This design comes from an exercise in tuning for small area, a short achievable clock period and few clock cycles per item on the open sky130 flow, not from production work.
At most, simulation tests tie the RTL to the original design; equivalence was not proved.
Power and IR drop assume default switching activity.

// alu_exec
module alu_exec (
	input  logic                  clk,
	input  logic                  arst_n,
	input  logic                  in_valid,
	input  logic [5:0]            in_op,
	input  logic [32-1:0] in_a,
	input  logic [32-1:0] in_b,
	output logic                  out_valid,
	output logic [32-1:0] out_result,
	output logic                  flag_n,
	output logic                  flag_z,
	output logic                  flag_v
);
	localparam int W = 32;
	logic [3:0] f;
	logic       legal;
	logic       arith;
	logic       sub;
	logic       shift;
	logic       sll;
	logic       lxor;
	logic       land;
	logic [W-1:0] x_d;
	logic [W-1:0] y_d;
	assign f     = in_op[3:0];
	assign legal = in_valid & (in_op[5:4] == 2'b10) & (~f[3] | (f[2:0] == 3'b000));
	assign arith = ~f[3] & ~f[2] & ~(f[1] & f[0]);    
	assign sub   = f[1] & ~f[2] & ~f[0];              
	assign shift = f[2] & f[1];                       
	assign sll   = f[0];                              
  ...
Size in the first run: ~1000 cells after synthesis, about 110 I/O pins, ~8200 um^2 of cells after synthesis.
export LEC_CHECK = 0
export CAP_MARGIN = 20
export CORE_MARGIN = 2
export CORE_UTILIZATION = 40
export CTS_BUF_LIST = sky130_fd_sc_hd__clkbuf_8
export SETUP_SLACK_MARGIN = 3.4
export SLEW_MARGIN = 20
create_clock -name core_clock -period 5.5 [get_ports {clk}]
standard.sh (not shown) runs the stock make flow with config.mk's settings and CLKGATE_MAP_FILE= SYNTH_SCRIPT=/design/flow/synth_recipe.tcl, a recipe that flattens the netlist after the stock synthesis.
==> flow/flow/run.sh <==
#!/bin/bash
# Standard layout with two changes:
# - the port buffers are plain buf_1 cells rather than the delay cells
#   buffer_ports picks by default;
# - clock tree synthesis runs with its standard arguments but without dummy
#   loads.
export BUFFER_PORTS_ARGS="-buffer_cell sky130_fd_sc_hd__buf_1"
export CTS_ARGS="-sink_clustering_enable -repair_clock_nets -buf_list sky130_fd_sc_hd__clkbuf_8 -dont_use_dummy_load"
bash standard.sh > standard.log 2>&1
Testbench counts at the start, summed over its fixed seeds: cycles 16,008, ops 15,552.
Rerun with:
--- a/flow/design.v
+++ b/flow/design.v
@@ -208,26 +208,33 @@
 		for (int i = 0; i < W; i++)
 			result[i] = cq[i/4] ? (m[i] ^ k1[i]) : (m[i] ^ k0[i]);
 	end
 	logic [W-1:0] t;
 	logic         z_sum;
 	assign t     = s2_x | s2_y;
 	assign z_sum = ~s2_x[0] & (s2_x[1] == s2_y[0]) & &(~(s2_x[W-1:2] ^ t[W-2:1]));
+	logic flags_ok;
+	logic hold_n;
+	logic hold_z;
+	logic hold_v;
 	always_ff @(posedge clk or negedge arst_n) begin
 		if (!arst_n) begin
 			out_valid <= 1'b0;
-			flag_n    <= 1'b0;
-			flag_z    <= 1'b0;
-			flag_v    <= 1'b0;
+			flags_ok  <= 1'b0;
 		end else begin
 			out_valid <= s2_valid;
-			flag_n <= (s2_we ? m[W-1] : flag_n) ^ c[W-1];
-			if (s2_we)
-				flag_z <= s2_arith ? z_sum : (s2_x == '0);
-			flag_v <= (s2_we ? 1'b0 : flag_v) ^ c[W] ^ c[W-1];
-		end
+			flags_ok  <= 1'b1;
+		end
+	end
+	assign hold_n = flags_ok & flag_n;
+	assign hold_z = flags_ok & flag_z;
+	assign hold_v = flags_ok & flag_v;
+	always_ff @(posedge clk) begin
+		flag_n <= (s2_we ? m[W-1] : hold_n) ^ c[W-1];
+		flag_z <= s2_we ? (s2_arith ? z_sum : (s2_x == '0)) : hold_z;
+		flag_v <= (s2_we ? 1'b0 : hold_v) ^ c[W] ^ c[W-1];
 	end
 	always_ff @(posedge clk) begin
 		out_result <= result;
 	end
 endmodule
 `default_nettype wire
Outcome: Synthesized area goes up by 0.46%; cell area goes up by about 2%; clock power rose by about 2%; fmax falls by about 6.5%; cell count increases by 2.7%; total power goes down by 1.7%; register-to-register slack loses 0.13 ns; hold slack gets better by 0.027 ns; global-route usage came out lower by 1.1 points; routed wire length falls by 0.87%; critical path depth is higher by 4; count of clock-buffer cells in the layout does not change; setup slack got worse by 0.14 ns; sequential power is about the same.
Function not checked in the second run of this note: the RTL went through the layout flow alone.


The RTL this note starts from:
==> flow/design.v <==
`default_nettype none
package alu_pkg;
	typedef enum logic [5:0] {
		ADD   = 6'h20,
		ADDI  = 6'h21,
		SUB   = 6'h22,
		NAND  = 6'h23,
		AND   = 6'h24,
		ANDI  = 6'h25,
		SRL   = 6'h26,
		SLL   = 6'h27,
		XOR   = 6'h28,
		NO_OP = 6'h3F
	} alu_op_e;
	typedef enum logic [1:0] {
		IDLE = 2'd0,
		RUN  = 2'd1,
		DONE = 2'd2
	} lane_state_e;
endpackage
`default_nettype wire
`default_nettype none
module alu_exec (
	input  logic                  clk,
	input  logic                  arst_n,
	input  logic                  in_valid,
	input  logic [5:0]            in_op,
	input  logic [32-1:0] in_a,
	input  logic [32-1:0] in_b,
	output logic                  out_valid,
	output logic [32-1:0] out_result,
	output logic                  flag_n,
	output logic                  flag_z,
	output logic                  flag_v
);
	localparam int W = 32;
	logic [3:0] f;
	logic       legal;
	logic       arith;
	logic       sub;
	logic       shift;
	logic       sll;
	logic       lxor;
	logic       land;
	logic [W-1:0] x_d;
	logic [W-1:0] y_d;
	assign f     = in_op[3:0];
	assign legal = in_valid & (in_op[5:4] == 2'b10) & (~f[3] | (f[2:0] == 3'b000));
	assign arith = ~f[3] & ~f[2] & ~(f[1] & f[0]);    
	assign sub   = f[1] & ~f[2] & ~f[0];              
	assign shift = f[2] & f[1];                       
	assign sll   = f[0];                              
	assign lxor  = f[3];                              
	assign land  = f[2] & ~f[1];                      
	logic [W-1:0] ab_x;
	logic [W-1:0] ab_a;
	logic [W-1:0] a_rev;
	logic [W-1:0] a_rev16;
	logic [W-1:0] a_16;
	assign ab_x = in_a ^ in_b;
	assign ab_a = in_a & in_b;
	always_comb begin
		for (int i = 0; i < W; i++)
			a_rev[i] = in_a[W-1-i];
	end
	assign a_16    = in_a >> 16;
	assign a_rev16 = a_rev >> 16;
	logic sel_x;      
	logic sel_xn;     
	logic sel_and;    
	logic sel_nand;   
	logic sel_r0;     
	logic sel_r16;    
	logic sel_l0;     
	logic sel_l16;    
	logic gen_add;    
	logic gen_sub;    
	assign sel_x    = (arith & ~sub) | lxor;
	assign sel_xn   = sub;
	assign sel_and  = land;
	assign sel_nand = ~arith & ~land & ~shift & ~lxor;
	assign sel_r0   = shift & ~sll & ~in_b[4];
	assign sel_r16  = shift & ~sll &  in_b[4];
	assign sel_l0   = shift &  sll & ~in_b[4];
	assign sel_l16  = shift &  sll &  in_b[4];
	assign gen_add  = legal & arith & ~sub;
	assign gen_sub  = legal & sub;
	logic [W-1:0] grp_add;
	logic [W-1:0] grp_sub;
	logic [W-1:0] g_add;
	logic [W-1:0] g_sub;
	assign g_add = ab_a;
	assign g_sub = {in_a[W-1:1] & ~in_b[W-1:1], in_a[0] | ~in_b[0]};
	always_comb begin
		for (int i = 0; i < W; i += 4) begin
			grp_add[i]   = g_add[i];
			grp_add[i+1] = g_add[i+1] | (ab_x[i+1] & g_add[i]);
			grp_add[i+2] = g_add[i+2];
			grp_add[i+3] = g_add[i+3] | (ab_x[i+3] & g_add[i+2])
			             | (ab_x[i+3] & ab_x[i+2] & grp_add[i+1]);
			grp_sub[i]   = g_sub[i];
			grp_sub[i+1] = g_sub[i+1] | (~ab_x[i+1] & g_sub[i]);
			grp_sub[i+2] = g_sub[i+2];
			grp_sub[i+3] = g_sub[i+3] | (~ab_x[i+3] & g_sub[i+2])
			             | (~ab_x[i+3] & ~ab_x[i+2] & grp_sub[i+1]);
		end
	end
	always_comb begin
		x_d = ({W{sel_x}}    &  ab_x)
		    | ({W{sel_xn}}   & ~ab_x)
		    | ({W{sel_and}}  &  ab_a)
		    | ({W{sel_nand}} & ~ab_a)
		    | ({W{sel_r0}}   &  in_a)
		    | ({W{sel_r16}}  &  a_16)
		    | ({W{sel_l0}}   &  a_rev)
		    | ({W{sel_l16}}  &  a_rev16);
		y_d = ({W{gen_add}} & grp_add)
		    | ({W{gen_sub}} & grp_sub);
		x_d[0] = (arith | lxor) ? ab_x[0] : x_d[0];
	end
	logic         s2_valid;
	logic         s2_arith;
	logic         s2_sel_x;    
	logic         s2_sel_r;    
	logic         s2_sel_l;    
	logic         s2_we;
	logic [W-1:0] s2_x;    
	logic [W-1:0] s2_y;    
	logic [3:0]   s2_s4;   
	logic [3:0]   s2_s1;   
	always_ff @(posedge clk or negedge arst_n) begin
		if (!arst_n)
			s2_valid <= 1'b0;
		else
			s2_valid <= legal;
	end
	always_ff @(posedge clk) begin
		s2_arith <= arith;
		s2_sel_x <= ~shift;
		s2_sel_r <= shift & ~sll;
		s2_sel_l <= shift & sll;
		s2_we    <= legal & ~shift;
		s2_x     <= x_d;
		s2_y     <= y_d;
		s2_s4    <= 4'b0001 << in_b[3:2];
		s2_s1    <= 4'b0001 << in_b[1:0];
	end
	logic [7:0] gq;
	logic [7:0] pq;
	logic [7:0] cq;    
	logic [7:0] gt [0:3];
	logic [7:0] pt [0:3];
	always_comb begin
		for (int q = 0; q < 8; q++) begin
			gq[q] = s2_y[4*q+3];
			pq[q] = &s2_x[4*q +: 4];
		end
		gt[0] = gq;
		pt[0] = pq;
		for (int l = 0; l < 3; l++) begin
			gt[l+1] = gt[l];
			pt[l+1] = pt[l];
			for (int q = 0; q < 8; q++) begin
				if (((q >> l) & 1) == 1) begin
					int j;
					j = ((q >> l) << l) - 1;
					gt[l+1][q] = gt[l][q] | (pt[l][q] & gt[l][j]);
					pt[l+1][q] = pt[l][q] & pt[l][j];
				end
			end
		end
		cq = {gt[3][6:0], 1'b0};
	end
	logic [W-1:0] k0;
	logic [W-1:0] k1;
	logic [W:0]   c;    
	always_comb begin
		for (int q = 0; q < 8; q++) begin
			for (int cin = 0; cin < 2; cin++) begin
				logic [3:0] k;
				k[0] = 1'(cin);
				k[1] = s2_y[4*q]   | (s2_x[4*q] & k[0]);
				k[2] = s2_y[4*q+1] | (s2_x[4*q+1] & s2_x[4*q] & k[0]);
				k[3] = s2_y[4*q+2] | (s2_x[4*q+2] & k[2]);
				if (cin == 0) k0[4*q +: 4] = k;
				else          k1[4*q +: 4] = k;
			end
		end
		for (int i = 0; i < W; i++)
			c[i] = cq[i/4] ? k1[i] : k0[i];
		c[W] = gq[7] | (pq[7] & cq[7]);
	end
	logic [W-1:0] sh4;
	logic [W-1:0] sh1;
	logic [W-1:0] m;
	logic [W-1:0] result;
	always_comb begin
		sh4 = '0;
		sh1 = '0;
		for (int k = 0; k < 4; k++)
			sh4 = sh4 | ({W{s2_s4[k]}} & (s2_x >> (4 * k)));
		for (int k = 0; k < 4; k++)
			sh1 = sh1 | ({W{s2_s1[k]}} & (sh4 >> k));
		for (int i = 0; i < W; i++)
			m[i] = (s2_sel_x & s2_x[i]) | (s2_sel_r & sh1[i]) | (s2_sel_l & sh1[W-1-i]);
	end
	always_comb begin
		for (int i = 0; i < W; i++)
			result[i] = cq[i/4] ? (m[i] ^ k1[i]) : (m[i] ^ k0[i]);
	end
	logic [W-1:0] t;
	logic         z_sum;
	assign t     = s2_x | s2_y;
	assign z_sum = ~s2_x[0] & (s2_x[1] == s2_y[0]) & &(~(s2_x[W-1:2] ^ t[W-2:1]));
	always_ff @(posedge clk or negedge arst_n) begin
		if (!arst_n) begin
			out_valid <= 1'b0;
			flag_n    <= 1'b0;
			flag_z    <= 1'b0;
			flag_v    <= 1'b0;
		end else begin
			out_valid <= s2_valid;
			flag_n <= (s2_we ? m[W-1] : flag_n) ^ c[W-1];
			if (s2_we)
				flag_z <= s2_arith ? z_sum : (s2_x == '0);
			flag_v <= (s2_we ? 1'b0 : flag_v) ^ c[W] ^ c[W-1];
		end
	end
	always_ff @(posedge clk) begin
		out_result <= result;
	end
endmodule
`default_nettype wire
export LEC_CHECK = 0
export CAP_MARGIN = 20
export CORE_MARGIN = 2
export CORE_UTILIZATION = 40
export SETUP_SLACK_MARGIN = 3.4
export SLEW_MARGIN = 20
create_clock -name core_clock -period 5.5 [get_ports {clk}]
==> flow/flow/run.sh <==
#!/bin/bash
# Standard layout, with the port buffers made plain buffers rather than
# the delay cells buffer_ports picks by default.
export BUFFER_PORTS_ARGS="-buffer_cell sky130_fd_sc_hd__buf_2"
bash standard.sh > standard.log 2>&1
The baseline ran to the end with no violations.
Testbench counts at the start, summed over its fixed seeds: cycles 16,008, ops 15,552.
Edit:
--- a/flow/design.v
+++ b/flow/design.v
@@ -34,25 +34,21 @@
 	output logic                  flag_v
 );
 	localparam int W = 32;
 	logic [3:0] f;
+	logic       issue;
 	logic       legal;
 	logic       arith;
-	logic       sub;
 	logic       shift;
 	logic       sll;
-	logic       lxor;
-	logic       land;
 	logic [W-1:0] x_d;
 	logic [W-1:0] y_d;
 	assign f     = in_op[3:0];
-	assign legal = in_valid & (in_op[5:4] == 2'b10) & (~f[3] | (f[2:0] == 3'b000));
+	assign issue = in_valid & in_op[5] & ~in_op[4];
+	assign legal = issue & (~f[3] | (f[2:0] == 3'b000));
 	assign arith = ~f[3] & ~f[2] & ~(f[1] & f[0]);    
-	assign sub   = f[1] & ~f[2] & ~f[0];              
 	assign shift = f[2] & f[1];                       
 	assign sll   = f[0];                              
-	assign lxor  = f[3];                              
-	assign land  = f[2] & ~f[1];                      
 	logic [W-1:0] ab_x;
 	logic [W-1:0] ab_a;
 	logic [W-1:0] a_rev;
 	logic [W-1:0] a_rev16;
@@ -74,18 +70,18 @@
 	logic sel_l0;     
 	logic sel_l16;    
 	logic gen_add;    
 	logic gen_sub;    
-	assign sel_x    = (arith & ~sub) | lxor;
-	assign sel_xn   = sub;
-	assign sel_and  = land;
-	assign sel_nand = ~arith & ~land & ~shift & ~lxor;
-	assign sel_r0   = shift & ~sll & ~in_b[4];
-	assign sel_r16  = shift & ~sll &  in_b[4];
-	assign sel_l0   = shift &  sll & ~in_b[4];
-	assign sel_l16  = shift &  sll &  in_b[4];
-	assign gen_add  = legal & arith & ~sub;
-	assign gen_sub  = legal & sub;
+	assign sel_x    = f[3] | (~f[2] & ~f[1]);         
+	assign sel_xn   = ~f[2] & f[1] & ~f[0];           
+	assign sel_and  = f[2] & ~f[1];                   
+	assign sel_nand = ~f[2] & f[1] & f[0];            
+	assign sel_r0   = f[2] & f[1] & ~f[0] & ~in_b[4];
+	assign sel_r16  = f[2] & f[1] & ~f[0] &  in_b[4];
+	assign sel_l0   = f[2] & f[1] &  f[0] & ~in_b[4];
+	assign sel_l16  = f[2] & f[1] &  f[0] &  in_b[4];
+	assign gen_add  = issue & (f[3:1] == 3'b000);
+	assign gen_sub  = issue & (f == 4'd2);
 	logic [W-1:0] grp_add;
 	logic [W-1:0] grp_sub;
 	logic [W-1:0] g_add;
 	logic [W-1:0] g_sub;
@@ -115,9 +111,9 @@
 		    | ({W{sel_l0}}   &  a_rev)
 		    | ({W{sel_l16}}  &  a_rev16);
 		y_d = ({W{gen_add}} & grp_add)
 		    | ({W{gen_sub}} & grp_sub);
-		x_d[0] = (arith | lxor) ? ab_x[0] : x_d[0];
+		x_d[0] = (sel_x | sel_xn) ? ab_x[0] : x_d[0];
 	end
 	logic         s2_valid;
 	logic         s2_arith;
 	logic         s2_sel_x;    
Effect: The new run finished clean. Final cell count rises by 3.5%. Power is about the same. Non-clock buffer count falls by 3. Core utilization falls by 0.90 points. Clock power hardly moves. Final area rises by 1.7%.
No functional check of the RTL was part of the second run of this note.

## port drivers added, routing unchanged
In the flow no input, the clock included, has a driving cell. The finished layouts below were timed again as built, in two steps.
Step 1 sets driving cells, clkbuf_16 on the clock port and buf_2 on the other inputs (assumed; they add their load-dependent delay and slew).
Step 2 times the ports against the registers' clock, not the clock port: input delays grow and output delays shrink by t, the midpoint of the rising clock arrivals with the driver on.
Slacks: no drivers / after step 1 / after step 2; pairs: no drivers / after step 1.
| run | t (ns) | setup WS [ns] | hold slack, ns | slew at the worst register clock pin (ns) |
|---|---|---|---|---|
| the first run of note 1 | 0.481 | 3.430 / 3.397 / 2.949 | 0.321 / 0.321 / 0.321 | 0.07 / 0.07 |
| the second run of note 1 | 0.492 | 3.287 / 3.295 / 2.803 | 0.348 / 0.348 / 0.348 | 0.07 / 0.07 |
| the first run of note 2 | 0.476 | 3.447 / 3.413 / 2.998 | 0.355 / 0.355 / 0.355 | 0.06 / 0.06 |
| the second run of note 2 | 0.471 | 3.360 / 3.327 / 2.856 | 0.346 / 0.346 / 0.346 | 0.06 / 0.06 |
After both steps every run listed still meets setup and hold. The setup slack of the second run of note 2, which loses most, moves by -0.033 ns with the drivers and by -0.504 ns with both steps.
